Background: an optimization exercise with open tools, aiming at small area. Do not read the settings as production practice. RTL that was checked went through simulation tests only; none was proved equivalent to the original. Function not checked in run 7: the RTL went through the layout flow alone. No activity file was given, so power comes from the tool's default toggle rates.

### flow/constraint.sdc
create_clock -name core_clock -period 5.0 [get_ports {clk}]
set_input_delay 1.0000 -clock core_clock [delete_from_list [all_inputs] [get_ports {clk}]]
set_output_delay 1.0000 -clock core_clock [all_outputs]
set_load 0.01 [all_outputs]
### flow/design.v
package risc_pkg;
    localparam int W    = 32;
    localparam int NREG = 32;
    localparam int AW   = $clog2(NREG);
    localparam logic [2:0] ALU_ADD = 3'd0;
    localparam logic [2:0] ALU_SUB = 3'd1;
    localparam logic [2:0] ALU_AND = 3'd2;
    localparam logic [2:0] ALU_OR  = 3'd3;
    localparam logic [2:0] ALU_XOR = 3'd4;
    localparam logic [2:0] ALU_SLL = 3'd5;
    localparam logic [2:0] ALU_SRL = 3'd6;
    localparam logic [2:0] ALU_SLT = 3'd7;
    localparam int FLAG_Z = 3;
    localparam int FLAG_C = 2;
    localparam int FLAG_V = 1;
    localparam int FLAG_S = 0;
    typedef struct packed {
        logic [W-1:0]  in1;
        logic [W-1:0]  in2;
        logic [2:0]    alu_control;
        logic [AW-1:0] rd;
    } ex_entry_t;
    function automatic logic [W-1:0] ext_imm(input logic [15:0] imm, input logic sign_ext);
        ext_imm = {{(W-16){sign_ext & imm[15]}}, imm};
    endfunction
endpackage
module reg_file_2r1w #(
    parameter int DW = 32,
    parameter int NR = 32,
    parameter int AW = $clog2(NR)
) (
    input  logic             clk,
    input  logic             rst,
    input  logic             we,
    input  logic [AW-1:0]    waddr,
    input  logic [DW-1:0]    wdata,
    output logic [NR*DW-1:0] rdata_all,   
    output logic [NR-1:0]    rvalid        
);
    logic [NR-1:0] valid;
    for (genvar i = 0; i < NR; i++) begin : g_row
        if (i == 0) begin : g_zero
            assign valid[i] = 1'b0;
            assign rdata_all[i*DW +: DW] = '0;
        end else begin : g_reg
            logic          wsel;
            logic          wkeep;
            logic [DW-1:0] data;
            logic [DW-1:0] data_d;
            logic          v;
            assign wsel  = we && (waddr == AW'(i));
            assign wkeep = !wsel;
            for (genvar b = 0; b < DW; b++) begin : g_bit
                rf_ao22 u_ld (
                    .a1(wsel), .b1(wdata[b]), .a2(wkeep), .b2(data[b]), .y(data_d[b])
                );
            end
            always_ff @(posedge clk) begin
                data <= data_d;
            end
            always_ff @(posedge clk) begin
                if (rst) begin
                    v <= 1'b0;
                end else if (wsel) begin
                    v <= 1'b1;
                end
            end
            assign valid[i] = v;
            assign rdata_all[i*DW +: DW] = data;
        end
    end
    assign rvalid = valid;
endmodule
module rf_ao22 (
    input  logic a1, b1, a2, b2,
    output logic y
);
    assign y = (a1 & b1) | (a2 & b2);
endmodule
module rf_aoi222 (
    input  logic a1, b1, a2, b2, a3, b3,
    output logic y
);
    assign y = !((a1 & b1) | (a2 & b2) | (a3 & b3));
endmodule
module rf_nand4 (
    input  logic a, b, c, d,
    output logic y
);
    assign y = !(a & b & c & d);
endmodule
module rf_nand3 (
    input  logic a, b, c,
    output logic y
);
    assign y = !(a & b & c);
endmodule
module rf_nand2 (
    input  logic a, b,
    output logic y
);
    assign y = !(a & b);
endmodule
module rf_or3 (
    input  logic a, b, c,
    output logic y
);
    assign y = a | b | c;
endmodule
import risc_pkg::*;
module operand_issue (
    input  logic          clk,
    input  logic          rst,
    input  logic          issue_valid,
    output logic          issue_ready,
    input  logic [AW-1:0] rs_addr,
    input  logic [AW-1:0] rt_addr,
    input  logic [AW-1:0] rd_addr,
    input  logic [15:0]   imm,
    input  logic          use_imm,
    input  logic          sign_ext,
    input  logic [2:0]    alu_op,
    output logic [W-1:0]  in1,
    output logic [W-1:0]  in2,
    output logic [2:0]    alu_control,
    output logic [AW-1:0] ex_rd,
    output logic          ex_valid,
    input  logic          ex_ready,
    input  logic          wb_en,
    input  logic [AW-1:0] wb_addr,
    input  logic [W-1:0]  wb_data,
    input  logic          flags_en,
    input  logic          zflag_in,
    input  logic          carryflag_in,
    input  logic          overflowflag_in,
    input  logic          signflag_in,
    output logic [3:0]    flags
);
    localparam int NT1 = 33;
    localparam int NT2 = 34;
    logic [NREG*W-1:0] rf_data;
    logic [NREG-1:0]   rf_valid;
    logic              wb_live;
    logic              accept;
    logic              load;      
    logic              hold;      
    logic              byp1, byp2;
    logic [NREG-1:0]   sel1, sel2;
    logic              sel_imm_lo, sel_imm_hi;
    logic [W-1:0]      in1_q, in2_q, in1_d, in2_d;
    logic [2:0]        alu_q;
    logic [AW-1:0]     rd_q;
    logic              valid_q;
    logic [3:0]        flags_q;
    reg_file_2r1w #(
        .DW(W),
        .NR(NREG),
        .AW(AW)
    ) u_rf (
        .clk      (clk),
        .rst      (rst),
        .we       (wb_en),
        .waddr    (wb_addr),
        .wdata    (wb_data),
        .rdata_all(rf_data),
        .rvalid   (rf_valid)
    );
    assign wb_live = wb_en && (wb_addr != '0);
    assign issue_ready = !valid_q || ex_ready;
    assign accept      = issue_valid && issue_ready;
    assign load        = accept && !rst;
    assign hold        = !accept && !rst;
    assign byp1 = load && wb_live && (wb_addr == rs_addr);
    assign byp2 = load && !use_imm && wb_live && (wb_addr == rt_addr);
    assign sel_imm_lo = load && use_imm;
    assign sel_imm_hi = load && use_imm && sign_ext;
    for (genvar i = 0; i < NREG; i++) begin : g_sel
        assign sel1[i] = load && !byp1 && rf_valid[i] && (rs_addr == AW'(i));
        assign sel2[i] = load && !use_imm && !byp2 && rf_valid[i] && (rt_addr == AW'(i));
    end
    for (genvar b = 0; b < W; b++) begin : g_bit
        logic [NT1-1:0] s1, d1;
        logic [NT2-1:0] s2, d2;
        logic [10:0]    n1, n2;
        logic [2:0]     g1, g2;
        logic           n2x;
        for (genvar i = 1; i < NREG; i++) begin : g_t
            assign s1[i-1] = sel1[i];
            assign d1[i-1] = rf_data[i*W+b];
            assign s2[i-1] = sel2[i];
            assign d2[i-1] = rf_data[i*W+b];
        end
        assign s1[31] = byp1;
        assign d1[31] = wb_data[b];
        assign s1[32] = hold;
        assign d1[32] = in1_q[b];
        assign s2[31] = byp2;
        assign d2[31] = wb_data[b];
        assign s2[32] = hold;
        assign d2[32] = in2_q[b];
        assign s2[33] = (b < 16) ? sel_imm_lo : sel_imm_hi;
        assign d2[33] = (b < 16) ? imm[b] : imm[15];
        for (genvar k = 0; k < 11; k++) begin : g_aoi
            rf_aoi222 u1 (
                .a1(s1[3*k]), .b1(d1[3*k]), .a2(s1[3*k+1]), .b2(d1[3*k+1]),
                .a3(s1[3*k+2]), .b3(d1[3*k+2]), .y(n1[k])
            );
            rf_aoi222 u2 (
                .a1(s2[3*k]), .b1(d2[3*k]), .a2(s2[3*k+1]), .b2(d2[3*k+1]),
                .a3(s2[3*k+2]), .b3(d2[3*k+2]), .y(n2[k])
            );
        end
        rf_nand2 u2x (.a(s2[33]), .b(d2[33]), .y(n2x));
        rf_nand4 u1g0 (.a(n1[0]), .b(n1[1]), .c(n1[2]),  .d(n1[3]), .y(g1[0]));
        rf_nand4 u1g1 (.a(n1[4]), .b(n1[5]), .c(n1[6]),  .d(n1[7]), .y(g1[1]));
        rf_nand3 u1g2 (.a(n1[8]), .b(n1[9]), .c(n1[10]), .y(g1[2]));
        rf_nand4 u2g0 (.a(n2[0]), .b(n2[1]), .c(n2[2]),  .d(n2[3]), .y(g2[0]));
        rf_nand4 u2g1 (.a(n2[4]), .b(n2[5]), .c(n2[6]),  .d(n2[7]), .y(g2[1]));
        rf_nand4 u2g2 (.a(n2[8]), .b(n2[9]), .c(n2[10]), .d(n2x),   .y(g2[2]));
        rf_or3 u1o (.a(g1[0]), .b(g1[1]), .c(g1[2]), .y(in1_d[b]));
        rf_or3 u2o (.a(g2[0]), .b(g2[1]), .c(g2[2]), .y(in2_d[b]));
    end
    always_ff @(posedge clk) begin
        in1_q <= in1_d;
        in2_q <= in2_d;
    end
    always_ff @(posedge clk) begin
        if (rst) begin
            alu_q   <= '0;
            rd_q    <= '0;
            valid_q <= 1'b0;
        end else if (accept) begin
            alu_q   <= alu_op;
            rd_q    <= rd_addr;
            valid_q <= 1'b1;
        end else if (ex_ready) begin
            valid_q <= 1'b0;
        end
    end
    always_ff @(posedge clk) begin
        if (rst) begin
            flags_q <= '0;
        end else if (flags_en) begin
            flags_q[FLAG_Z] <= zflag_in;
            flags_q[FLAG_C] <= carryflag_in;
            flags_q[FLAG_V] <= overflowflag_in;
            flags_q[FLAG_S] <= signflag_in;
        end
    end
    assign in1         = in1_q;
    assign in2         = in2_q;
    assign alu_control = alu_q;
    assign ex_rd       = rd_q;
    assign ex_valid    = valid_q;
    assign flags       = flags_q;
endmodule
### flow/config.mk
export PLATFORM = sky130hd
export DESIGN_NAME = operand_issue
export DESIGN_NICKNAME = operand_issue
export VERILOG_FILES = /design/flow/design.v
export SDC_FILE = /design/flow/constraint.sdc
export NUM_CORES = 4
export LEC_CHECK = 0
export CAP_MARGIN = 20
export CORE_MARGIN = 2
export CORE_UTILIZATION = 30
export SLEW_MARGIN = 20
export SYNTH_HIERARCHICAL = 1
### flow/run.sh
#!/bin/bash
# synth_recipe.tcl (not shown) runs the flow's synth.tcl, then flattens the netlist and writes it again
# the make line also repeats each setting of config.mk as NAME=value (left out here)
make -C /OpenROAD-flow-scripts/flow DESIGN_CONFIG=/design/flow/config.mk WORK_HOME=/design/flow/orfs CLKGATE_MAP_FILE= SYNTH_SCRIPT=/design/flow/synth_recipe.tcl finish
==> summary.md, run 1 <==
| Metric | Value |
|---|---|
| Routed Antenna Nets | `0` |
| RSZ-0062 raised after global routing | `no` |
| Final WS setup | `0.970 ns` |
| Ys Warns | `8` |
| Filler Cell Count | `13446` |
| Clk buf depth | `3` |
| CTS tree | `built` |
| Worst EP required | `5.60 ns` |
| First drt pass iteration count | `14` |
| Final net count | `3973` |
| Initial antenna violation count | `3` |
| Status | `finished clean` |
| Critical path class | `input port to register` |
| Post-DP HPWL | `about 120 mm` |
| Area growth from synthesis to final layout | `23.3%` |
| CP arrival | `4.63 ns` |
| Post-CTS setup buffers | `0` |
| Max-slew headroom | `15.5%` |
| Worst-margin pin slew | `1.26 ns` |
| Die Width | `~380 um` |
| Reg2reg end | `in2_q[22]` |
| Met1 wire length | `just under 80 mm` |
| R2r setup slk | `roughly 1.6 ns` |
| Worst setup path endpoint | `in2_q[22]` |
| Reg2reg path depth | `9` |
| Mean Syn Cell Area | `approximately 12 um^2` |
| Setup Viol. Count Final | `0` |
| Mapped Cells | `~3500` |
| Storage element area | `roughly 22000 um^2` |
| Worst setup EP type | `register` |
| Mapped cell area | `roughly 42000 um^2` |
| Root buf cell | `clkbuf_16` |
| Die ar. | `between 100000 and 150000 um^2` |
| Max layer used | `met5` |
| Core area | `139000 um^2` |
| Sum Neg Setup Slack | `0 ns` |
| DR vias/cell | `approximately 7.2` |
| Largest net degree at the start of global routing | `73` |
| GRT Total Usage | `a little over a quarter` |
| Reg2Reg Launch Point | `valid_q` |
| Final WL | `203 mm` |
| Ports | `between 150 and 200` |
| Setup crit start kind | `input port` |
| Worst hold margin | `approximately 0.48 ns` |
| Pwr Density | `431 nW/um^2` |
| Metal3 WL | `approximately 32 mm` |
| Fmax | `~250 MHz` |
| Cell Rows | `~140` |
| Area of the multi-input gates | `~20000 um^2` |
| Clock sinks | `1100` |
| CP Launch Point | `wb_addr[1]` |
| Clk_skew | `about 0.025 ns` |
| Fraction of final layout cells sized beyond drive strength 1 | `between 10% and 20%` |
| DR vias | `42310` |
| Tcrit/Tclk final | `about four fifths` |
| DRC | `0` |
| Max Cap Viol | `0` |
| Initial DRC count | `~10000` |
| First-pass GRT wire length | `between 200 and 300 mm` |
| Starting Density | `a little under a third` |
| Input/output buffers | `160` |
| Hold Path Class | `register to register` |
| Setup WS pre-CTS | `roughly 0.39 ns` |
| Pins Over Slew Limit | `0` |
| Final hold vios | `0` |
| Wire length per cell | `34.7 um` |
| P_leak | `between 15 and 20 nW` |
| Worst-Skew Late Latency | `between 0.7 and 0.8 ns` |
| Worst Path Max Fanout | `32` |
| # H-tree levels | `3` |
| GRT overflow | `0` |
| Met2 wire len | `80.0 mm` |
| GPL Wtd Cong | `around 0.89` |
| Hold-fix buffers at CTS | `0` |
| Cts repair resizes | `0` |
| Clock-pin slew on the worst setup and hold paths | `0.06 ns` |
| Total CTS buffers | `108` |
| Vias in the first global route | `between 30000 and 40000` |
| Max VDD drop | `around 0.00028 V` |
| Die Y | `~380 um` |
| Crit path time final | `a little over 4 ns` |
through the flow:
step / power [mW] / cells / util (%) / instance area, um^2
4_1_cts: 22.2 / 5850 / 37.1 / 51600
6_report: 22.3 / 5854 / 37.2 / 51700
5_1_grt: 22.9 / 5851 / 37.2 / 51700
3_3_place_gp: 13.6 / 5654 / 34.4 / 47900
3_5_place_dp: 13.7 / 5655 / 34.5 / 47900
2_1_floorplan: 12.7 / 3506 / - / 41900
critical path, stage by stage:
cell	delay, ns
clkdlybuf4s50_1	0.48
buf_4	0.31
xor2_1	0.16
nor4_4	0.39
buf_4	0.40
nor4_2	0.10
buf_4	0.34
a222oi_1	0.39
nand4_1	0.50
or3_1	0.50
registers in the layout, summed over array words and instances (netlist names):
register               count
in1_q                     32
valid_q                    1
flags_q                    4
in2_q                     32
u_rf.g_row.g_reg.data    992
u_rf.g_row.g_reg.v        31
alu_q                      3
rd_q                       5
how the worst min path moves through the flow:
| stage | from | to | slack (ns) | cells past startpoint |
|---|---|---|---|---|
| global route | rd_q[0] | rd_q[0] | 0.49 | 1 |
| floorplan | u_rf.g_row[17].g_reg.v | u_rf.g_row[17].g_reg.v | 0.45 | 2 |
| CTS | rd_q[1] | rd_q[1] | 0.48 | 1 |
| detailed placement | rd_q[1] | rd_q[1] | 0.46 | 1 |
| global placement | rd_q[4] | rd_q[4] | 0.46 | 1 |
| finish | rd_q[3] | rd_q[3] | 0.48 | 1 |
area by class of cell:
class                           instances  share of cell area (%)
Multi-Input combinational cell       2303                    38.8
Antenna cell                            3                  0.0145
Timing Repair Buffer                  345                    6.61
Sequential cell                      1100                    42.6
Clock buffer                          148                    6.02
Clock inverter                         47                    1.18
Inverter                               32                   0.232
Tap cell                             1876                    4.54
per-layer routing:
layer | up-vias | track usage (%)
met2 | 4061 | 36.6
li1 | 16879 | -
met3 | 733 | 9.39
met5 | - | 0.515
met4 | 8 | 15.9
met1 | 20629 | 36.1
power breakdown:
group | switching [mW] | internal, mW
Combinational | 0.784 | 1.17
Clock | 3.74 | 4.89
Sequential | 1.31 | 10.4
layout by cell type (no fill, tap or decap), types with 45 or more instances in the layout:
| cell type | count |
|---|---|
| a222oi_1 | 704 |
| a22o_1 | 1000 |
| buf_4 | 151 |
| clkbuf_16 | 108 |
| clkdlybuf4s50_1 | 159 |
| dfxtp_1 | 1100 |
| nand2_1 | 93 |
| nand3_1 | 45 |
| nand4_1 | 161 |
| nor4_2 | 46 |
| or3_1 | 67 |
==> inputs of run 2 (changes only) <==
--- a/flow/config.mk
+++ b/flow/config.mk
@@ -9,3 +9,6 @@
 export CORE_MARGIN = 2
-export CORE_UTILIZATION = 30
+export CORE_UTILIZATION = 50
+export CTS_BUF_LIST = sky130_fd_sc_hd__clkbuf_16
+export CTS_CLUSTER_DIAMETER = 100
+export CTS_CLUSTER_SIZE = 20
 export SLEW_MARGIN = 20
==> run 2 against run 1 <==
Net effect: clock power down about 40%; worst setup slack worse by 0.27 ns; total power decreased by 15%; hold slack better by 0.016 ns; critical path depth did not move; non-clock buffer count up 83; flip-flop and latch count unchanged; final cell count down 14%; core utilization increased by 22 points; critical endpoint is now in1_q[27].
==> summary.md, run 2 <==
| Metric | Value |
|---|---|
| Status | `finished clean` |
| Worst setup EP type | `register` |
| Reg2Reg Launch Point | `valid_q` |
| Final hold vios | `0 (unchanged)` |
| DR vias/cell | `8.64 (+20%)` |
| Pwr Density | `382 nW/um^2 (-11%)` |
| # H-tree levels | `2 (-1)` |
| Reg2reg path depth | `9 (unchanged)` |
| Die Y | `294 um (-22%)` |
| Max Cap Viol | `0 (unchanged)` |
| Worst-margin pin slew | `1.16 ns (-0.0980 ns)` |
| Post-Place Cell Area | `47800 um^2 (-0.16%)` |
| Wire length per cell | `41.9 um (+21%)` |
| First-pass GRT wire length | `296 mm (+3.4%)` |
| Input/output buffers | `160 (unchanged)` |
| Ys Warns | `8 (unchanged)` |
| Ports | `161 (unchanged)` |
| First drt pass iteration count | `17 (+3)` |
| CP arrival | `4.95 ns (+0.32 ns)` |
| Mapped cell area | `41900 um^2 (unchanged)` |
| Total CTS buffers | `61 (-44%)` |
| Pins Over Slew Limit | `0 (unchanged)` |
| Area growth from synthesis to final layout | `18.0%` |
| Final WS setup | `0.697 ns (-0.273 ns)` |
| GPL Wtd Cong | `0.970 (+8.4%)` |
| Largest register FFs | `992 (unchanged)` |
| Worst Path Max Fanout | `15 (-53%)` |
| Worst hold margin | `0.495 ns (+0.0164 ns)` |
| Final net count | `4009 (+0.91%)` |
| Clk_skew | `0.0342 ns (+0.00929 ns)` |
| Filler Cell Count | `6776 (-50%)` |
| Most flop-heavy register | `u_rf.g_row.g_reg.data` |
| Max VDD drop | `0.000309 V (+11%)` |
| Fmax | `232 MHz (-6.3%)` |
| Setup Viol. Count Final | `0 (unchanged)` |
| P_leak | `19.1 nW (-2.8%)` |
| R2r setup slk | `1.18 ns (-0.42 ns)` |
| Core area | `83300 um^2 (-40%)` |
| Tcrit/Tclk final | `86.1% (+5.5 points)` |
| Mapped Cells | `3506 (unchanged)` |
| Routed Antenna Nets | `0 (unchanged)` |
| DR vias | `43350 (+2.5%)` |
| Hold Crit Start | `alu_q[2]` |
| Worst-Skew Late Latency | `0.70 ns (-0.03 ns)` |
| Vias in the first global route | `41878 (+5.3%)` |
| Fraction of final layout cells sized beyond drive strength 1 | `11.6% (-0.92 points)` |
| Max-slew headroom | `22.2% (+6.7 points)` |
| Clk buf depth | `3 (unchanged)` |
| RSZ-0062 raised after global routing | `no` |
| Die ar. | `86200 um^2 (-40%)` |
| GRT Total Usage | `46.4% (+20 points)` |
| Mean Syn Cell Area | `12.0 um^2 (unchanged)` |
| Final WL | `210 mm (+3.3%)` |
| Commonest cells after routing, fill and taps aside | `dfxtp_1, a22o_1, a222oi_1` |
| Reg2reg end | `in1_q[27]` |
| Setup WS pre-CTS | `0.126 ns (-0.260 ns)` |
| Crit path time final | `4.30 ns (+0.273 ns)` |
| Root buf cell | `clkbuf_16` |
| DRC | `0 (unchanged)` |
| Post-DP HPWL | `129 mm (+9.3%)` |
| GRT overflow | `0 (unchanged)` |
| CTS tree | `built` |
| Hold Path Depth | `1 (unchanged)` |
| Die Width | `294 um (-22%)` |
| WHS Endpoint | `alu_q[2]` |
| Worst EP required | `5.65 ns (+0.05 ns)` |
| Clock sinks | `1100 (unchanged)` |
| Post-CTS setup buffers | `0 (unchanged)` |
| Cell Rows | `106 (-23%)` |
| Biggest regs | `u_rf.g_row.g_reg.data x992, in1_q x32, in2_q x32` |
| Initial antenna violation count | `19 (+16)` |
| Initial DRC count | `10416 (+1.3%)` |
| Cts repair resizes | `0 (unchanged)` |
| Hold Path Class | `register to register` |
| Critical path class | `input port to register` |
| Post-route cell area | `49500 um^2 (-4.3%)` |
| Starting Density | `50.3% (+20 points)` |
| Setup crit start kind | `input port` |
| Most common cell after layout, fill and taps aside | `dfxtp_1` |
| Hold-fix buffers at CTS | `0 (unchanged)` |
| Clock-pin slew on the worst setup and hold paths | `0.09 ns (+0.03 ns)` |
| Largest net degree at the start of global routing | `45 (-38%)` |
[run 2: cell types whose count changed in the layout (fill, tap and decap cells not counted), sizes merged]
cell,before,now
buf,186,269
bufinv,10,0
clkbuf,148,62
clkinv,28,2
clkinvlp,7,0
diode,3,9
inv,34,33
[run 2: worst max-delay path by stage]
stage                      to  cells after the start  startpoint
floorplan            in2_q[0]                      8  wb_addr[1]
global placement    in1_q[27]                     11  wb_addr[1]
detailed placement  in1_q[27]                     10    ex_ready
CTS                 in1_q[27]                     10    ex_ready
global route        in1_q[27]                     10    ex_ready
finish              in1_q[27]                     10    ex_ready
[run 2: through the flow]
step                cells  setup TNS (ns)  power, mW  utilization [%]
floorplan            3506               0       12.7                -
global placement     4941         -0.0128       13.5             57.4
detailed placement   4942               0       13.7             57.4
global route         5008               0       19.4             59.4
CTS                  5007               0       18.7             59.3
finish               5017               0       18.9             59.4
[run 2: cell type report]
cell class | count | area (um^2) | share of cell area, %
sequential | 1100 | 22000 | 44.5
multi-input combinational | 2303 | 20000 | 40.5
timing repair buffer | 428 | 4330 | 8.76
clock buffer | 62 | 1550 | 3.14
tap | 1080 | 1350 | 2.73
inverter | 32 | 120 | 0.243
clock inverter | 3 | 41.3 | 0.0835
antenna | 9 | 22.5 | 0.0455
[run 2: worst max-delay path: stages]
cell             delay [ns]
clkdlybuf4s50_1        0.45
nand2b_1               0.24
nor3b_2                0.50
nand3_1                0.45
buf_4                  0.31
nor4_2                 0.84
buf_4                  0.45
a222oi_1               0.11
nand4_1                0.41
or3_1                  0.19
[run 2: power by group]
group	leakage [nW]	switching, mW	internal [mW]
Sequential	9.13	1.35	10.4
Combinational	9.15	0.839	1.18
Clock	0.785	2.98	2.21
Total	19.1	5.16	13.7
[run 2: metal layers]
layer	up-vias	global-route usage [%]	share of wire, %
met3	1062	18.8	17
met1	20972	57.6	35
li1	16883	-	-
met5	-	0	0.051
met2	4417	67.9	41
met4	16	26.8	7.0
==> inputs of run 3 (changes only) <==
==> flow/flow/run.sh (new file) <==
#!/bin/bash
# Standard ORFS layout, with the port buffers made from the smallest buffer cell.
set -euo pipefail
bash standard.sh BUFFER_PORTS_ARGS="-buffer_cell sky130_fd_sc_hd__buf_1" finish > standard_flow.log 2>&1
==> flow/standard.sh (new file) <==
#!/bin/bash
# synth_recipe.tcl (not shown) runs the flow's synth.tcl, then flattens the netlist and writes it again
# the make line also repeats each setting of config.mk as NAME=value (left out here)
make -C /OpenROAD-flow-scripts/flow DESIGN_CONFIG=/design/flow/config.mk WORK_HOME=/design/flow/orfs CLKGATE_MAP_FILE= SYNTH_SCRIPT=/design/flow/synth_recipe.tcl "${@:-finish}"
removed: flow/run.sh
==> run 3 against run 2 <==
Net effect: register-to-register slack better by 0.14 ns; die area stayed put; total power down 0.41%; combinational power is 4% lower; worst setup slack better by 0.25 ns; sequential share of layout area grew 1.9 points; synthesized cell count unchanged; largest power group unchanged.
==> summary.md, run 3 <==
| Metric | Value |
|---|---|
| Max VDD drop | `0.000327 V (+5.7%)` |
| Worst-Skew Late Latency | `0.69 ns (about the same)` |
| Largest net degree at the start of global routing | `73 (+62%)` |
| Cell Rows | `106 (unchanged)` |
| CTS tree | `built` |
| Worst-margin pin slew | `1.23 ns (+0.0656 ns)` |
| Ys Warns | `8 (unchanged)` |
| Core area | `83300 um^2 (unchanged)` |
| Post-CTS setup buffers | `0 (unchanged)` |
| Clk_skew | `0.0175 ns (-0.0166 ns)` |
| Ports | `161 (unchanged)` |
| Biggest regs | `u_rf.g_row.g_reg.data x992, in1_q x32, in2_q x32` |
| Reg2reg end | `in1_q[28]` |
| Tcrit/Tclk final | `81.0% (-5.1 points)` |
| Wire length per cell | `44.0 um (+5.1%)` |
| Max-slew headroom | `17.8% (-4.4 points)` |
| Clk buf depth | `3 (unchanged)` |
| Die Width | `294 um (unchanged)` |
| Hold Path Depth | `1 (unchanged)` |
| Mapped cell area | `41900 um^2 (unchanged)` |
| DRC | `0 (unchanged)` |
| Hold Crit Start | `rd_q[3]` |
| Routed Antenna Nets | `0 (unchanged)` |
| First drt pass iteration count | `14 (-3)` |
| Mapped Cells | `3506 (unchanged)` |
| Fraction of final layout cells sized beyond drive strength 1 | `10.7% (-0.90 points)` |
| Area growth from synthesis to final layout | `13.2%` |
| DR vias/cell | `8.86 (+2.6%)` |
| Clock-pin slew on the worst setup and hold paths | `0.09 ns (about the same)` |
| Hold Path Class | `register to register` |
| Total CTS buffers | `60 (-1.6%)` |
| Vias in the first global route | `41537 (-0.81%)` |
| Max Cap Viol | `0 (unchanged)` |
| Setup Viol. Count Final | `0 (unchanged)` |
| Final WL | `218 mm (+3.8%)` |
| # H-tree levels | `2 (unchanged)` |
| R2r setup slk | `1.32 ns (+0.14 ns)` |
| Starting Density | `50.3% (unchanged)` |
| Sum Neg Setup Slack | `0 ns (unchanged)` |
| GPL Wtd Cong | `0.968 (-0.18%)` |
| Most flop-heavy register | `u_rf.g_row.g_reg.data` |
| Most common cell after layout, fill and taps aside | `dfxtp_1` |
| Worst setup EP type | `register` |
| Die ar. | `86200 um^2 (unchanged)` |
| Critical path class | `input port to register` |
| Initial antenna violation count | `24 (+5)` |
| Setup WS pre-CTS | `0.462 ns (+0.336 ns)` |
| Status | `finished clean` |
| Largest register FFs | `992 (unchanged)` |
| Initial DRC count | `11960 (+15%)` |
| WHS Endpoint | `rd_q[3]` |
| DR vias | `43909 (+1.3%)` |
| Hold-fix buffers at CTS | `0 (unchanged)` |
| P_leak | `18.3 nW (-4.1%)` |
| Final WS setup | `0.950 ns (+0.253 ns)` |
| Final hold vios | `0 (unchanged)` |
| Reg2reg path depth | `8 (-1)` |
| Worst Path Max Fanout | `32 (+17)` |
| Setup crit start kind | `input port` |
| Mean Syn Cell Area | `12.0 um^2 (unchanged)` |
| Final net count | `3947 (-1.5%)` |
| Input/output buffers | `160 (unchanged)` |
| Root buf cell | `clkbuf_16` |
| Clock sinks | `1100 (unchanged)` |
| First-pass GRT wire length | `302 mm (+2.2%)` |
| GRT Total Usage | `48.0% (+1.5 points)` |
| Reg2Reg Launch Point | `valid_q` |
| Post-DP HPWL | `131 mm (+1.1%)` |
| Fmax | `247 MHz (+6.2%)` |
| Commonest cells after routing, fill and taps aside | `dfxtp_1, a22o_1, a222oi_1` |
| Cts repair resizes | `0 (unchanged)` |
| Crit path time final | `4.05 ns (-0.253 ns)` |
| RSZ-0062 raised after global routing | `no` |
| Pwr Density | `397 nW/um^2 (+3.9%)` |
| Worst EP required | `5.57 ns (-0.08 ns)` |
| Pins Over Slew Limit | `0 (unchanged)` |
| Die Y | `294 um (unchanged)` |
| CP arrival | `4.62 ns (-0.33 ns)` |
| GRT overflow | `0 (unchanged)` |
-- run 3: changes by cell type in the layout (fill, tap and decap cells not counted), moves of 2 or more --
| cell | delta |
|---|---|
| clkdlybuf4s50_1 | -159 |
| buf_1 | +140 |
| buf_12 | -52 |
| clkbuf_2 | +20 |
| buf_4 | -13 |
| buf_16 | +5 |
| nor4_2 | +4 |
| nor4_4 | -4 |
| nand2_1 | -2 |
| nand2_2 | +2 |
-- run 3: metrics by stage --
stage | instances | hold WS (ns) | total power [mW] | cell area [um^2] | utilization [%]
after CTS | 4944 | 0.494 | 18.6 | 47400 | 56.9
after detailed placement | 4881 | 0.469 | 13.6 | 45800 | 55.0
after global placement | 4875 | 0.468 | 13.5 | 45700 | 54.8
after floorplan | 3506 | 0.450 | 12.7 | 41900 | -
final | 4954 | 0.494 | 18.8 | 47400 | 56.9
after global routing | 4945 | 0.514 | 19.3 | 47400 | 56.9
-- run 3: final cells by class --
| cell class | count | area [um^2] |
|---|---|---|
| well taps | 1080 | 1350 |
| repair buffers | 367 | 2350 |
| clock buffers | 62 | 1550 |
| multi-input cells | 2303 | 20000 |
| fillers | 6964 | 35900 |
| clock inverters | 1 | 16.3 |
| diodes | 9 | 22.5 |
| flip-flops and latches | 1100 | 22000 |
| inverters | 32 | 120 |
-- run 3: how the worst max path moves through the flow --
stage,slack [ns],depth (start not counted),from,end
floorplan,0.0005,8,wb_addr[1],in2_q[0]
global placement,0.41,10,wb_addr[1],in1_q[18]
detailed placement,0.46,10,wb_addr[1],in1_q[28]
CTS,1.16,10,wb_addr[1],in1_q[28]
global route,0.82,10,rs_addr[0],in1_q[28]
finish,0.95,10,rs_addr[0],in1_q[28]
-- run 3: worst max-delay path: stages --
cell      delay, ns
buf_1          0.28
xnor2_1        0.16
nand3_1        0.14
nor4_4         0.57
buf_12         0.28
nor4_2         0.07
buf_4          0.34
a222oi_1       0.59
nand4_1        0.58
or3_1          0.54
-- run 3: metal layers --
layer | vias up | part of all wire (%) | track usage [%]
met2 | 4737 | 40 | 66.6
met3 | 1200 | 18 | 23.8
met1 | 21201 | 35 | 59.2
met4 | 20 | 7.4 | 29.0
met5 | - | 0.054 | 0.284
li1 | 16751 | - | -
-- run 3: where the power goes --
part	internal, mW	switching (mW)
clock network	2.19	3.00
logic	1.11	0.831
registers	10.4	1.34
total	13.7	5.17
==> inputs of run 4 (changes only) <==
--- a/flow/config.mk
+++ b/flow/config.mk
@@ -7,3 +7,3 @@
 export LEC_CHECK = 0
-export CAP_MARGIN = 20
+export CAP_MARGIN = 5
 export CORE_MARGIN = 2
@@ -12,4 +12,4 @@
 export CTS_CLUSTER_DIAMETER = 100
-export CTS_CLUSTER_SIZE = 20
-export SLEW_MARGIN = 20
+export CTS_CLUSTER_SIZE = 24
+export SLEW_MARGIN = 5
 export SYNTH_HIERARCHICAL = 1
==> run 4 against run 3 <==
Net effect: the layout now fails its checks (capacitance limit); hold slack better by 0.0031 ns; highest routed layer unchanged; critical endpoint unchanged; critical path depth unchanged; critical path type unchanged; final cell count down 0.18%; sequential power about the same.
==> summary.md, run 4 <==
| Metric | Value |
|---|---|
| GRT overflow | `0 (unchanged)` |
| CTS tree | `built` |
| Most common cell after layout, fill and taps aside | `dfxtp_1` |
| Final net count | `3934 (-0.33%)` |
| Filler Cell Count | `7043 (+1.1%)` |
| Top cell family by delay on the critical path | `simple AND/OR/NAND/NOR gates` |
| DRC | `0 (unchanged)` |
| Crit path time final | `4.15 ns (+0.103 ns)` |
| Hold-fix buffers at CTS | `0 (unchanged)` |
| Setup crit start kind | `input port` |
| Worst-margin pin slew | `1.49 ns (+0.256 ns)` |
| CP arrival | `4.70 ns (+0.08 ns)` |
| Ports | `161 (unchanged)` |
| Clk_skew | `0.0465 ns (+0.0290 ns)` |
| Largest net degree at the start of global routing | `73 (unchanged)` |
| Largest register FFs | `992 (unchanged)` |
| Fraction of final layout cells sized beyond drive strength 1 | `10.4% (-0.28 points)` |
| Biggest regs | `u_rf.g_row.g_reg.data x992, in1_q x32, in2_q x32` |
| Initial antenna violation count | `19 (-21%)` |
| Crit path max-delay cell type | `a222oi_1` |
| Clock sinks | `1100 (unchanged)` |
| Clock-pin slew on the worst setup and hold paths | `0.10 ns (about the same)` |
| Status | `finished with violations` |
| Post-CTS setup buffers | `0 (unchanged)` |
| Mapped Cells | `3506 (unchanged)` |
| Setup WS pre-CTS | `0.380 ns (-0.0826 ns)` |
| Clk buf depth | `3 (unchanged)` |
| Max Cap Viol | `1 (+1)` |
| # H-tree levels | `2 (unchanged)` |
| Initial DRC count | `11741 (-1.8%)` |
| Routed Antenna Nets | `0 (unchanged)` |
| Fmax | `241 MHz (-2.5%)` |
| Hold Path Class | `register to register` |
| Area growth from synthesis to final layout | `12.4%` |
| DR vias | `43875 (-0.077%)` |
| Setup Viol. Count Final | `0 (unchanged)` |
| Most flop-heavy register | `u_rf.g_row.g_reg.data` |
| Critical path class | `input port to register` |
| Worst Path Max Fanout | `32 (unchanged)` |
| Critical path cell sequence | `buf_1 -> xnor2_1 -> nand3_1 -> nor4_4 -> buf_12 -> nor4_2 -> buf_4 -> a222oi_1 -> nand4_1 -> or3_1` |
| Final WS setup | `0.847 ns (-0.103 ns)` |
| Input/output buffers | `160 (unchanged)` |
| Vias in the first global route | `41042 (-1.2%)` |
| Sum Neg Setup Slack | `0 ns (unchanged)` |
| Max-slew headroom | `0.723% (-17 points)` |
| DR vias/cell | `8.87 (+0.10%)` |
| Cts repair resizes | `0 (unchanged)` |
| GPL Wtd Cong | `0.968 (unchanged)` |
| SO Viols | `capacitance limit` |
| Final hold vios | `0 (unchanged)` |
| Post-DP HPWL | `130 mm (-0.70%)` |
| Worst path max stage delay | `0.62 ns (+0.03 ns)` |
| Core area | `83300 um^2 (unchanged)` |
| Mean Syn Cell Area | `12.0 um^2 (unchanged)` |
| Final WL | `218 mm (-0.15%)` |
| Die Width | `294 um (unchanged)` |
| Worst-Skew Late Latency | `0.69 ns (about the same)` |
| Worst setup EP type | `register` |
| P_leak | `18.1 nW (-0.77%)` |
| Max VDD drop | `0.000303 V (-7.3%)` |
| R2r setup slk | `1.21 ns (-0.11 ns)` |
| Die Y | `294 um (unchanged)` |
| RSZ-0062 raised after global routing | `no` |
| GRT Total Usage | `47.7% (-0.30 points)` |
| First-pass GRT wire length | `299 mm (-0.91%)` |
| CP bufs+invs | `3 (unchanged)` |
| Pwr Density | `394 nW/um^2 (-0.84%)` |
| Die ar. | `86200 um^2 (unchanged)` |
| Mapped cell area | `41900 um^2 (unchanged)` |
| Root buf cell | `clkbuf_16` |
| Commonest cells after routing, fill and taps aside | `dfxtp_1, a22o_1, a222oi_1` |
| First drt pass iteration count | `14 (unchanged)` |
| Tcrit/Tclk final | `83.1% (+2.1 points)` |
| Ys Warns | `8 (unchanged)` |
| Starting Density | `50.3% (unchanged)` |
| Wire length per cell | `44.0 um (about the same)` |
| Total CTS buffers | `52 (-13%)` |
| Pins Over Slew Limit | `0 (unchanged)` |
| Worst EP required | `5.55 ns (-0.02 ns)` |
| Cell Rows | `106 (unchanged)` |
==> run 4: worst paths after layout <==
| kind | from | endpoint | depth (start not counted) |
|---|---|---|---|
| worst max-delay path | rs_addr[0] | in1_q[28] | 10 |
| worst min-delay path | alu_q[0] | alu_q[0] | 1 |
| worst max register to register | valid_q | in1_q[28] | 8 |
| worst min register to register | alu_q[0] | alu_q[0] | 1 |
==> run 4: area by class of cell <==
cell class	count	area [um^2]	share of cell area, %
timing repair buffer	362	2220	4.70
clock buffer	54	1350	2.87
antenna	11	27.5	0.0584
clock inverter	3	45.0	0.0956
tap	1080	1350	2.87
sequential	1100	22000	46.7
inverter	32	120	0.255
multi-input combinational	2303	20000	42.4
==> run 4: worst register-to-register path: stages, from the launching register on <==
cell and delay (ns):
dfxtp_1 0.33, nand2b_1 0.21, nor3b_2 0.52, nand3b_1 0.68
nor4_2 0.42, buf_4 0.55, a222oi_1 0.35, nand4_1 0.48
or3_1 0.19
==> run 4: routing by layer <==
metal / wire length, um / vias to the layer above / share of wire, % / global-route usage [%]
met4: 16100 / 16 / 7.4 / 28.5
li1: - / 16730 / - / -
met2: 86500 / 4757 / 40 / 66.8
met1: 75100 / 21168 / 34 / 59.1
met3: 39800 / 1204 / 18 / 22.4
met5: 227 / - / 0.10 / 1.53
==> run 4: where the power goes <==
part	switching [mW]	internal [mW]	leakage, nW
clock network	2.97	1.95	0.687
logic	0.831	1.10	8.33
registers	1.35	10.4	9.13
total	5.15	13.4	18.1
==> run 4: per-stage QoR <==
stage               power [mW]  area [um^2]  hold slack (ns)  cells  utilization, %
CTS                       18.4        47100            0.498   4932            56.5
global route              19.1        47100            0.518   4934            56.6
global placement          13.5        45700            0.468   4875            54.8
detailed placement        13.6        45700            0.470   4875            54.8
floorplan                 12.7        41900            0.450   3506               -
finish                    18.6        47100            0.497   4945            56.6
==> inputs of run 5 (changes only) <==
--- a/flow/config.mk
+++ b/flow/config.mk
@@ -7,5 +7,5 @@
 export LEC_CHECK = 0
-export CAP_MARGIN = 5
+export CAP_MARGIN = 20
 export CORE_MARGIN = 2
-export CORE_UTILIZATION = 50
+export CORE_UTILIZATION = 57
 export CTS_BUF_LIST = sky130_fd_sc_hd__clkbuf_16
@@ -13,3 +13,3 @@
 export CTS_CLUSTER_SIZE = 24
-export SLEW_MARGIN = 5
+export SLEW_MARGIN = 20
 export SYNTH_HIERARCHICAL = 1
==> run 5 against run 4 <==
Net effect: the run now finishes clean; synthesized cell count unchanged; via count is 2.3% lower; critical path depth unchanged; first-iteration DRC count fell by 9.9%.
==> summary.md, run 5 <==
| Metric | Value |
|---|---|
| Pins Over Slew Limit | `0 (unchanged)` |
| Hold Path Class | `register to register` |
| Reg2Reg Launch Point | `valid_q` |
| Routed Antenna Nets | `0 (unchanged)` |
| Starting Density | `57.5% (+7.2 points)` |
| DR vias | `42851 (-2.3%)` |
| DR vias/cell | `8.94 (+0.76%)` |
| GRT Total Usage | `48.4% (+0.73 points)` |
| Post-CTS setup buffers | `0 (unchanged)` |
| Worst-margin pin slew | `1.34 ns (-0.143 ns)` |
| Filler Cell Count | `5651 (-20%)` |
| Worst EP required | `5.57 ns (+0.02 ns)` |
| # H-tree levels | `2 (unchanged)` |
| Initial antenna violation count | `9 (-10)` |
| Core area | `72800 um^2 (-13%)` |
| Largest net degree at the start of global routing | `47 (-36%)` |
| Critical path class | `input port to register` |
| Ys Warns | `8 (unchanged)` |
| CTS tree | `built` |
| Clk buf depth | `3 (unchanged)` |
| Worst Path Max Fanout | `32 (unchanged)` |
| Mean Syn Cell Area | `12.0 um^2 (unchanged)` |
| Die Width | `275 um (-6.3%)` |
| First drt pass iteration count | `15 (+1)` |
| Commonest cells after routing, fill and taps aside | `dfxtp_1, a22o_1, a222oi_1` |
| Initial DRC count | `10578 (-9.9%)` |
| Die ar. | `75700 um^2 (-12%)` |
| CP Launch Point | `wb_addr[3]` |
| Most common cell after layout, fill and taps aside | `dfxtp_1` |
| Crit path time final | `4.11 ns (-0.0409 ns)` |
| Input/output buffers | `160 (unchanged)` |
| Post-route insts no fill | `4793 (-3.1%)` |
| Cts repair resizes | `0 (unchanged)` |
| Die Y | `275 um (-6.3%)` |
| Vias in the first global route | `40861 (-0.44%)` |
| Clock sinks | `1100 (unchanged)` |
| Fraction of final layout cells sized beyond drive strength 1 | `9.38% (-1.0 points)` |
| Setup crit start kind | `input port` |
| Tcrit/Tclk final | `82.2% (-0.82 points)` |
| Mapped cell area | `41900 um^2 (unchanged)` |
| Worst setup EP type | `register` |
| Root buf cell | `clkbuf_16` |
| Sum Neg Setup Slack | `0 ns (unchanged)` |
| Hold Crit Start | `rd_q[3]` |
| Final net count | `3909 (-0.64%)` |
| Wire length per cell | `40.5 um (-8.1%)` |
| Cell Rows | `99 (-6.6%)` |
| R2r setup slk | `1.20 ns (about the same)` |
| First-pass GRT wire length | `272 mm (-9.0%)` |
| Max-slew headroom | `10.3% (+9.6 points)` |
| Final WL | `194 mm (-11%)` |
| Total CTS buffers | `52 (unchanged)` |
| Fmax | `243 MHz (+0.99%)` |
| Pwr Density | `395 nW/um^2 (+0.23%)` |
| Most flop-heavy register | `u_rf.g_row.g_reg.data` |
| Biggest regs | `u_rf.g_row.g_reg.data x992, in1_q x32, in2_q x32` |
| Mapped Cells | `3506 (unchanged)` |
| Clk_skew | `0.0423 ns (-0.00415 ns)` |
| Hold-fix buffers at CTS | `0 (unchanged)` |
| Ports | `161 (unchanged)` |
| Max VDD drop | `0.000446 V (+47%)` |
| Final hold vios | `0 (unchanged)` |
| Worst-Skew Late Latency | `0.68 ns (about the same)` |
| Post-DP HPWL | `110 mm (-15%)` |
| Largest register FFs | `992 (unchanged)` |
| GPL Wtd Cong | `1.03 (+6.5%)` |
| RSZ-0062 raised after global routing | `no` |
| Max Cap Viol | `0 (-1)` |
| Clock-pin slew on the worst setup and hold paths | `0.10 ns (about the same)` |
| Status | `finished clean` |
| Setup Viol. Count Final | `0 (unchanged)` |
| Placed Cells incl. Taps | `4726 (-3.1%)` |
| CP arrival | `4.68 ns (-0.02 ns)` |
| GRT overflow | `0 (unchanged)` |
| DRC | `0 (unchanged)` |
| P_leak | `18.0 nW (-0.97%)` |
| Area growth from synthesis to final layout | `11.6%` |
## run 5: power breakdown
group          total [mW]  internal (mW)  switching [mW]
sequential           11.7           10.4            1.34
combinational        1.92           1.11           0.811
clock                4.83           1.96            2.88
## run 5: worst paths after layout
kind | endpoint | depth (start not counted)
hold / removal | rd_q[3] | 1
hold reg to reg | rd_q[3] | 1
setup / recovery | in1_q[30] | 10
setup reg to reg | in1_q[20] | 9
## run 5: layer usage
layer	wire length (um)	track usage (%)
met1	66300	61.4
met2	76800	67.1
met3	34600	18.8
met4	16200	34.4
met5	14	0.251
## run 5: layout make-up
type	instances	area (um^2)	share of cell area [%]
well taps	959	1200	2.57
inverters	32	120	0.257
flip-flops and latches	1100	22000	47.1
clock inverters	3	62.6	0.134
diodes	6	15.0	0.0321
repair buffers	337	2040	4.36
multi-input cells	2303	20000	42.7
clock buffers	53	1330	2.84
## run 5: worst max-delay path, stage by stage
cell and delay [ns]:
buf_1 0.44, or4_1 0.22, o21ai_2 0.10, nor4_4 0.53, buf_4 0.31, nor4_4 0.07
buf_4 0.36, a222oi_1 0.51, nand4_1 0.56, or3_1 0.56
## run 5: through the flow
stage / hold slack [ns] / util [%] / total power, mW / instance area (um^2) / setup slack, ns
6_report: 0.487 / 64.2 / 18.4 / 46800 / 0.888
4_1_cts: 0.492 / 64.0 / 18.2 / 46600 / 1.17
5_1_grt: 0.506 / 64.2 / 18.9 / 46700 / 0.857
3_5_place_dp: 0.466 / 62.1 / 13.6 / 45200 / 0.495
2_1_floorplan: 0.450 / - / 12.7 / 41900 / 0.000488
3_3_place_gp: 0.459 / 62.1 / 13.4 / 45200 / 0.594
==> inputs of run 6 (changes only) <==
--- a/flow/config.mk
+++ b/flow/config.mk
@@ -9,3 +9,3 @@
 export CORE_MARGIN = 2
-export CORE_UTILIZATION = 57
+export CORE_UTILIZATION = 61
 export CTS_BUF_LIST = sky130_fd_sc_hd__clkbuf_16
==> run 6 against run 5 <==
Net effect: flip-flop and latch count did not move; final cell count fell by 1.3%; worst setup slack got worse by 0.086 ns; core utilization rose by 4.3 points; total power rose by 0.27%; critical endpoint is now in1_q[4].
==> summary.md, run 6 <==
| Metric | Value |
|---|---|
| Wire length per cell | `41.9 um (+3.6%)` |
| DR vias | `43914 (+2.5%)` |
| Initial DRC count | `13046 (+23%)` |
| Filler Cell Count | `5138 (-9.1%)` |
| Fraction of final layout cells sized beyond drive strength 1 | `9.73% (+0.36 points)` |
| Pins Over Slew Limit | `0 (unchanged)` |
| GRT overflow | `0 (unchanged)` |
| Worst-Skew Late Latency | `0.70 ns (+0.02 ns)` |
| Total CTS buffers | `52 (unchanged)` |
| Root buf cell | `clkbuf_16` |
| Max-slew headroom | `12.9% (+2.6 points)` |
| Cts repair resizes | `0 (unchanged)` |
| First-pass GRT wire length | `281 mm (+3.3%)` |
| Ys Warns | `8 (unchanged)` |
| Max VDD drop | `0.000322 V (-28%)` |
| Fmax | `238 MHz (-2.1%)` |
| Final WL | `198 mm (+2.2%)` |
| Core area | `68300 um^2 (-6.2%)` |
| Crit path time final | `4.20 ns (+0.0862 ns)` |
| Total power draw | `18.5 mW (+0.27%)` |
| Area growth from synthesis to final layout | `11.6% (about the same)` |
| Initial antenna violation count | `11 (+2)` |
| Critical path class | `input port to register` |
| Switch share | `27.5% (+0.26 points)` |
| Post-Place Cell Area | `45300 um^2 (+0.23%)` |
| Setup Viol. Count Final | `0 (unchanged)` |
| Starting Density | `61.3% (+3.8 points)` |
| Post-route cell area | `46800 um^2 (about the same)` |
| Post-CTS setup buffers | `0 (unchanged)` |
| Clk_skew | `0.0441 ns (+0.00180 ns)` |
| Worst setup EP type | `register` |
| GPL Wtd Cong | `0.987 (-4.3%)` |
| Post-route insts no fill | `4731 (-1.3%)` |
| Clk buf depth | `3 (unchanged)` |
| Pwr Density | `395 nW/um^2 (+0.21%)` |
| Routed Antenna Nets | `0 (unchanged)` |
| Clock sinks | `1100 (unchanged)` |
| Status | `finished clean` |
| Die Y | `266 um (-3.3%)` |
| GRT Total Usage | `53.4% (+5.0 points)` |
| Placed Cells incl. Taps | `4665 (-1.3%)` |
| Worst hold margin | `0.484 ns (-0.00303 ns)` |
| CP arrival | `4.82 ns (+0.14 ns)` |
| Most flop-heavy register | `u_rf.g_row.g_reg.data` |
| Sum Neg Setup Slack | `0 ns (unchanged)` |
| Mean Syn Cell Area | `12.0 um^2 (unchanged)` |
| Gate power share | `10.4% (about the same)` |
| Mapped Cells | `3506 (unchanged)` |
| Input/output buffers | `160 (unchanged)` |
| P_leak | `18.0 nW (+0.42%)` |
| Post-DP HPWL | `109 mm (-0.79%)` |
| CTS tree | `built` |
| Die Width | `266 um (-3.3%)` |
| Die ar. | `70800 um^2 (-6.5%)` |
| First drt pass iteration count | `14 (-1)` |
| Most common cell after layout, fill and taps aside | `dfxtp_1` |
| Worst EP required | `5.63 ns (+0.06 ns)` |
| DRC | `0 (unchanged)` |
| Commonest cells after routing, fill and taps aside | `dfxtp_1, a22o_1, a222oi_1` |
| Seq pwr share | `63.3% (about the same)` |
| Final hold vios | `0 (unchanged)` |
| Largest register FFs | `992 (unchanged)` |
| Ports | `161 (unchanged)` |
| Worst-margin pin slew | `1.30 ns (-0.0385 ns)` |
| RSZ-0062 raised after global routing | `no` |
| # H-tree levels | `2 (unchanged)` |
| Setup crit start kind | `input port` |
| Hold Path Class | `register to register` |
| Clock share of power | `26.2% (about the same)` |
| Tcrit/Tclk final | `84.0% (+1.7 points)` |
| Max Cap Viol | `0 (unchanged)` |
| Cell Rows | `96 (-3.0%)` |
| Hold-fix buffers at CTS | `0 (unchanged)` |
| Setup WS pre-CTS | `0.420 ns (-0.0753 ns)` |
| Power Internal | `13.4 mW (about the same)` |
| Final net count | `3921 (+0.31%)` |
| Worst Path Max Fanout | `14 (-56%)` |
| Mapped cell area | `41900 um^2 (unchanged)` |
| Largest net degree at the start of global routing | `41 (-13%)` |
| P_sw | `5.09 mW (+1.2%)` |
| Post-Route Utilization | `68.5% (+4.3 points)` |
| Clock-pin slew on the worst setup and hold paths | `0.09 ns (about the same)` |
| Biggest regs | `u_rf.g_row.g_reg.data x992, in1_q x32, in2_q x32` |
| Vias in the first global route | `42093 (+3.0%)` |
| DR vias/cell | `9.28 (+3.8%)` |
| Final WS setup | `0.802 ns (-0.0862 ns)` |
-- run 6: metal layers --
metal  share of wire, %  vias up  GRT usage, %
li1                   -    16684             -
met1                 33    20716          65.7
met2                 39     5099          72.2
met3                 19     1405          24.0
met4                9.8       10          41.6
met5              0.040        -         0.139
-- run 6: worst max-delay path, stage by stage --
cell	delay, ns
buf_1	0.07
nand2b_1	0.25
nor3b_2	0.27
buf_4	0.31
nand3b_1	0.57
nor4_4	1.16
buf_4	0.40
a222oi_1	0.15
nand4_1	0.44
or3_1	0.19
-- run 6: area by class of cell --
type                       instances  area (um^2)  share of cell area (%)
inverter                          32          120                   0.257
timing repair buffer             349         2130                    4.56
tap                              882         1100                    2.36
multi-input combinational       2303        20000                    42.7
clock inverter                     4         50.0                   0.107
sequential                      1100        22000                    47.1
antenna                            7         17.5                  0.0374
clock buffer                      54         1350                    2.89
-- run 6: path summary, 6_finish.rpt --
check,from,endpoint,slack (ns),cells past startpoint
worst max-delay path,ex_ready,in1_q[4],0.80,10
worst min-delay path,rd_q[2],rd_q[2],0.48,1
worst max register to register,valid_q,in1_q[4],0.91,9
worst min register to register,rd_q[2],rd_q[2],0.48,1
-- run 6: power groups by stage --
stage | Sequential, mW | Combinational (mW) | Clock (mW)
3_3_place_gp | 11.7 | 1.73 | 0
4_1_cts | 11.6 | 1.84 | 4.77
2_1_floorplan | 11.4 | 1.34 | 0
5_1_grt | 11.8 | 2.01 | 5.09
3_5_place_dp | 11.8 | 1.84 | 0
6_report | 11.7 | 1.93 | 4.85
==> inputs of run 7 (changes only) <==
==> flow/design.v (replaced) <==
package risc_pkg;
    localparam int W    = 32;
    localparam int NREG = 32;
    localparam int AW   = $clog2(NREG);
    localparam logic [2:0] ALU_ADD = 3'd0;
    localparam logic [2:0] ALU_SUB = 3'd1;
    localparam logic [2:0] ALU_AND = 3'd2;
    localparam logic [2:0] ALU_OR  = 3'd3;
    localparam logic [2:0] ALU_XOR = 3'd4;
    localparam logic [2:0] ALU_SLL = 3'd5;
    localparam logic [2:0] ALU_SRL = 3'd6;
    localparam logic [2:0] ALU_SLT = 3'd7;
    localparam int FLAG_Z = 3;
    localparam int FLAG_C = 2;
    localparam int FLAG_V = 1;
    localparam int FLAG_S = 0;
    typedef struct packed {
        logic [W-1:0]  in1;
        logic [W-1:0]  in2;
        logic [2:0]    alu_control;
        logic [AW-1:0] rd;
    } ex_entry_t;
    function automatic logic [W-1:0] ext_imm(input logic [15:0] imm, input logic sign_ext);
        ext_imm = {{(W-16){sign_ext & imm[15]}}, imm};
    endfunction
endpackage
module reg_file_2r1w #(
    parameter int DW = 32,
    parameter int NR = 32,
    parameter int AW = $clog2(NR)
) (
    input  logic          clk,
    input  logic          rst,
    input  logic [AW-1:0] raddr_a,
    output logic [DW-1:0] rdata_a,
    input  logic [AW-1:0] raddr_b,
    output logic [DW-1:0] rdata_b,
    input  logic          we,
    input  logic [AW-1:0] waddr,
    input  logic [DW-1:0] wdata
);
    logic [DW-1:0] regs [NR];
    always_ff @(posedge clk) begin
        if (rst) begin
            for (int i = 0; i < NR; i++) begin
                regs[i] <= '0;
            end
        end else if (we && (waddr != '0)) begin
            regs[waddr] <= wdata;
        end
    end
    assign rdata_a = (raddr_a == '0) ? '0 : regs[raddr_a];
    assign rdata_b = (raddr_b == '0) ? '0 : regs[raddr_b];
endmodule
import risc_pkg::*;
module operand_issue (
    input  logic          clk,
    input  logic          rst,
    input  logic          issue_valid,
    output logic          issue_ready,
    input  logic [AW-1:0] rs_addr,
    input  logic [AW-1:0] rt_addr,
    input  logic [AW-1:0] rd_addr,
    input  logic [15:0]   imm,
    input  logic          use_imm,
    input  logic          sign_ext,
    input  logic [2:0]    alu_op,
    output logic [W-1:0]  in1,
    output logic [W-1:0]  in2,
    output logic [2:0]    alu_control,
    output logic [AW-1:0] ex_rd,
    output logic          ex_valid,
    input  logic          ex_ready,
    input  logic          wb_en,
    input  logic [AW-1:0] wb_addr,
    input  logic [W-1:0]  wb_data,
    input  logic          flags_en,
    input  logic          zflag_in,
    input  logic          carryflag_in,
    input  logic          overflowflag_in,
    input  logic          signflag_in,
    output logic [3:0]    flags
);
    logic [W-1:0] rs_data;
    logic [W-1:0] rt_data;
    logic [W-1:0] op1;
    logic [W-1:0] op2;
    logic         wb_live;
    logic         accept;
    risc_pkg::ex_entry_t ex_q;
    logic [3:0]   flags_q;
    reg_file_2r1w #(
        .DW(W),
        .NR(NREG),
        .AW(AW)
    ) u_rf (
        .clk    (clk),
        .rst    (rst),
        .raddr_a(rs_addr),
        .rdata_a(rs_data),
        .raddr_b(rt_addr),
        .rdata_b(rt_data),
        .we     (wb_en),
        .waddr  (wb_addr),
        .wdata  (wb_data)
    );
    assign wb_live = wb_en && (wb_addr != '0);
    always_comb begin
        op1 = rs_data;
        op2 = rt_data;
        if (wb_live && (wb_addr == rs_addr)) begin
            op1 = wb_data;
        end
        if (wb_live && (wb_addr == rt_addr)) begin
            op2 = wb_data;
        end
        if (use_imm) begin
            op2 = risc_pkg::ext_imm(imm, sign_ext);
        end
    end
    assign issue_ready = !ex_valid || ex_ready;
    assign accept      = issue_valid && issue_ready;
    always_ff @(posedge clk) begin
        if (rst) begin
            ex_q     <= '0;
            ex_valid <= 1'b0;
        end else if (accept) begin
            ex_q.in1         <= op1;
            ex_q.in2         <= op2;
            ex_q.alu_control <= alu_op;
            ex_q.rd          <= rd_addr;
            ex_valid         <= 1'b1;
        end else if (ex_ready) begin
            ex_valid <= 1'b0;
        end
    end
    always_ff @(posedge clk) begin
        if (rst) begin
            flags_q <= '0;
        end else if (flags_en) begin
            flags_q[FLAG_Z] <= zflag_in;
            flags_q[FLAG_C] <= carryflag_in;
            flags_q[FLAG_V] <= overflowflag_in;
            flags_q[FLAG_S] <= signflag_in;
        end
    end
    assign in1         = ex_q.in1;
    assign in2         = ex_q.in2;
    assign alu_control = ex_q.alu_control;
    assign ex_rd       = ex_q.rd;
    assign flags       = flags_q;
endmodule
==> flow/run.sh (new file) <==
#!/bin/bash
# synth_recipe.tcl (not shown) runs the flow's synth.tcl, then flattens the netlist and writes it again
# the make line also repeats each setting of config.mk as NAME=value (left out here)
make -C /OpenROAD-flow-scripts/flow DESIGN_CONFIG=/design/flow/config.mk WORK_HOME=/design/flow/orfs CLKGATE_MAP_FILE= SYNTH_SCRIPT=/design/flow/synth_recipe.tcl finish
--- a/flow/config.mk
+++ b/flow/config.mk
@@ -9,7 +9,3 @@
 export CORE_MARGIN = 2
-export CORE_UTILIZATION = 61
-export CTS_BUF_LIST = sky130_fd_sc_hd__clkbuf_16
-export CTS_CLUSTER_DIAMETER = 100
-export CTS_CLUSTER_SIZE = 24
+export CORE_UTILIZATION = 30
 export SLEW_MARGIN = 20
-export SYNTH_HIERARCHICAL = 1
removed: flow/flow/run.sh
removed: flow/standard.sh
==> run 7 against run 6 <==
Net effect: still clean; cell area increased by 43%; highest routed layer unchanged; area after synthesis grew 38%; largest cell class unchanged; hold slack lost 0.026 ns; core utilization down 34 points; total power grew 21%; sequential share of layout area grew 1.3 points; register-to-register slack better by 1.4 ns; global-route usage is 33 points lower; critical endpoint is now ex_q[42]; die area grew to 2.8 times the previous value; largest power group unchanged.
==> summary.md, run 7 <==
| Metric | Value |
|---|---|
| Status | `finished clean` |
| Most used DFF post-synth | `edfxtp_1` |
| Vias in the first global route | `38274 (-9.1%)` |
| Max VDD drop | `0.000290 V (-9.8%)` |
| Initial DRC count | `4876 (-63%)` |
| Setup Viol. Count Final | `0 (unchanged)` |
| Setup crit start kind | `input port` |
| DR vias | `39366 (-10%)` |
| Synth cell types | `52` |
| Proportion of netlist area held by the largest area contributor | `between 50% and 60%` |
| Wire length per cell | `30.4 um (-27%)` |
| Worst path max stage delay | `0.63 ns (-0.53 ns)` |
| Commonest cells after routing, fill and taps aside | `edfxtp_1, and2_1, mux2i_1` |
| Post-synthesis sequential area ratio | `between 50% and 60%` |
| # H-tree levels | `3 (+1)` |
| Worst Path Max Fanout | `13 (-1)` |
| CP arrival | `4.05 ns (-0.77 ns)` |
| Largest register FFs | `1024 (+3.2%)` |
| Clk buf depth | `3 (unchanged)` |
| Area of the multi-input gates | `24100 um^2 (+21%)` |
| Hold-fix buffers at CTS | `0 (unchanged)` |
| Critical path class | `input port to register` |
| Die Y | `444 um (+67%)` |
| CTS tree | `built` |
| Fmax | `291 MHz (+22%)` |
| Input/output buffers | `160 (unchanged)` |
| Most common cell after layout, fill and taps aside | `edfxtp_1` |
| Worst hold margin | `0.458 ns (-0.0255 ns)` |
| GRT Total Usage | `20.9% (-33 points)` |
| Final WL | `212 mm (+6.7%)` |
| DRC | `0 (unchanged)` |
| Root buf cell | `clkbuf_16` |
| GPL Wtd Cong | `0.952 (-3.5%)` |
| Most flop-heavy register | `u_rf.regs` |
| Clk_skew | `0.0275 ns (-0.0166 ns)` |
| GRT overflow | `0 (unchanged)` |
| Routed Antenna Nets | `0 (unchanged)` |
| Storage element area | `32300 um^2 (+47%)` |
| Area growth from synthesis to final layout | `15.3%` |
| Crit path max-delay cell type | `clkdlybuf4s50_1` |
| Fraction of final layout cells sized beyond drive strength 1 | `18.7% (+8.9 points)` |
| Worst-Skew Late Latency | `0.75 ns (+0.05 ns)` |
| Max-slew headroom | `22.9% (+10 points)` |
| Cell Rows | `161 (+68%)` |
| DR vias/cell | `5.66 (-39%)` |
| Die Width | `444 um (+67%)` |
| P_leak | `23.3 nW (+29%)` |
| Most frequent cell after synthesis | `edfxtp_1` |
| Ys Warns | `2 (-6)` |
| RSZ-0062 raised after global routing | `no` |
| #FFs+latches synth | `1101` |
| Hold Path Class | `register to register` |
| Final hold vios | `0 (unchanged)` |
| Pwr Density | `334 nW/um^2 (-15%)` |
| Biggest regs | `u_rf.regs x1024, ex_q x72, flags_q x4` |
| Largest net degree at the start of global routing | `83 (+100%)` |
| Worst setup EP type | `register` |
| Worst EP required | `5.62 ns (about the same)` |
| Total CTS buffers | `109 (+110%)` |
| Ports | `161 (unchanged)` |
| Post-CTS setup buffers | `0 (unchanged)` |
| First-pass GRT wire length | `296 mm (+5.3%)` |
| Top cell type by total area after synthesis | `edfxtp_1` |
| Core area | `192000 um^2 (+180%)` |
| Starting Density | `30.2% (-31 points)` |
| Clock sinks | `1101 (+0.091%)` |
| Mapped cell area | `58000 um^2 (+38%)` |
| First drt pass iteration count | `6 (-8)` |
| Die ar. | `197000 um^2 (+180%)` |
| Post-DP HPWL | `136 mm (+24%)` |
| Filler Cell Count | `18466 (+260%)` |
| Crit path time final | `3.43 ns (-0.765 ns)` |
| Mapped Cells | `4258 (+21%)` |
| Pins Over Slew Limit | `0 (unchanged)` |
| Final net count | `4413 (+13%)` |
| Max Cap Viol | `0 (unchanged)` |
| Mean Syn Cell Area | `13.6 um^2 (+14%)` |
| Cts repair resizes | `0 (unchanged)` |
| Initial antenna violation count | `12 (+1)` |
| Tcrit/Tclk final | `68.7% (-15 points)` |
| Post-synth top cells | `edfxtp_1, and2_1, mux2i_1, clkbuf_1, mux4_2` |
| Worst-margin pin slew | `1.16 ns (-0.148 ns)` |
| Critical path cell sequence | `clkdlybuf4s50_1 -> or3_4 -> o311ai_1 -> nor2_4 -> nor2b_2 -> buf_4 -> o211ai_1 -> a211oi_1` |
| Most area-consuming cells after synthesis | `edfxtp_1, mux4_2, and2_1, mux2i_1, dfxtp_1` |
| EDFF count, synth | `about 1000` |
| Sum Neg Setup Slack | `0 ns (unchanged)` |
| Clock-pin slew on the worst setup and hold paths | `0.06 ns (-0.03 ns)` |
| Async S/R FF share, synth | `0%` |
==> run 7: report_power, final <==
part	switching (mW)	internal, mW	total, mW
combinational	1.74	1.13	2.87
sequential	0.337	10.6	10.9
clock	3.75	4.80	8.54
==> run 7: critical path: cells and delay by family <==
family	cells	cell delay, ns
AO/OA/AOI/OAI	3	0.87
AND/OR/NAND/NOR	3	1.20
buffers and inverters	2	0.97
==> run 7: layer usage <==
metal | GRT usage, % | part of all wire (%) | vias up
li1 | - | - | 16281
met1 | 27.0 | 38 | 20284
met2 | 33.4 | 47 | 2339
met3 | 3.57 | 9.0 | 460
met4 | 11.1 | 5.7 | 2
met5 | 0 | 0.0038 | -
==> run 7: through the flow <==
| stage | std cells | util (%) | setup WS, ns | cell area [um^2] | power [mW] |
|---|---|---|---|---|---|
| 6_report | 6956 | 34.8 | 1.57 | 66800 | 22.3 |
| 5_1_grt | 6951 | 34.8 | 1.50 | 66800 | 22.8 |
| 4_1_cts | 6945 | 34.8 | 1.67 | 66800 | 22.3 |
| 3_5_place_dp | 6744 | 32.9 | 0.931 | 63200 | 13.9 |
| 3_3_place_gp | 6743 | 32.9 | 0.994 | 63200 | 13.9 |
| 2_1_floorplan | 4289 | - | 2.04 | 58100 | 12.6 |
==> run 7: layout make-up <==
cell class	count	area share [%]
Clock buffer	125	4.27
Inverter	3	0.0169
Sequential cell	1101	48.3
Antenna cell	10	0.0375
Clock inverter	76	1.11
Multi-Input combinational cell	2744	36.1
Tap cell	2526	4.73
Timing Repair Buffer	371	5.39
==> run 7: path summary, 6_finish.rpt <==
kind | from | to | slack (ns) | cells past startpoint
max | wb_addr[4] | ex_q[42] | 1.57 | 8
min | ex_q[7] | ex_q[7] | 0.46 | 2
max reg2reg | u_rf.regs[27][13] | ex_q[53] | 2.36 | 6
min reg2reg | ex_q[7] | ex_q[7] | 0.46 | 2
==> run 7: cell families after synthesis <==
kind of cell              share of synthesized area [%]
DFF                                                55.7
xor gates and xnor gates                          0.151
AOI/OAI and AO/OA                                  6.97
muxes                                              19.9
other                                           0.00647
buffers and inverters                              3.39
and+or+nand+nor                                    13.9

afterwards: timing with drivers on the ports:
In the flow no input, the clock included, has a driving cell. The finished layouts below were timed again as built, in two steps. Step 1: set_driving_cell puts a clkbuf_16 on clk and a buf_2 on each other input, an assumption about the parent block. Step 2, shift: input delay + t, output delay - t, t = (earliest + latest rising clock arrival at the registers) / 2. This alone moves slack from input paths to output paths. a / b / c = ideal ports / drivers / drivers and shift; a / b = the first two.
| run | t, ns | slack for setup (ns) | worst setup path after step 2 | slew at the worst register clock pin (ns) | worst slew at a driven data input, ns |
|---|---|---|---|---|---|
| run 1 | 0.798 | 0.970 / 1.023 / 0.225 | input to register | 0.07 / 0.07 | 0.11 |
| run 2 | 0.749 | 0.697 / 0.741 / -0.008 | input to register | 0.10 / 0.10 | 0.13 |
| run 3 | 0.749 | 0.950 / 0.975 / 0.226 | input to register | 0.09 / 0.09 | 0.12 |
| run 4 | 0.742 | 0.847 / 0.870 / 0.128 | input to register | 0.11 / 0.11 | 0.13 |
| run 5 | 0.738 | 0.888 / 0.937 / 0.199 | input to register | 0.11 / 0.11 | 0.09 |
| run 6 | 0.745 | 0.802 / 0.847 / 0.102 | input to register | 0.11 / 0.11 | 0.06 |
| run 7 | 0.820 | 1.567 / 1.634 / 0.814 | input to register | 0.07 / 0.07 | 0.17 |
Met with ideal ports but missed after step 2: setup timing in run 2. The setup slack of run 7, which loses most, moves by +0.067 ns with the drivers and by -0.753 ns with both steps.
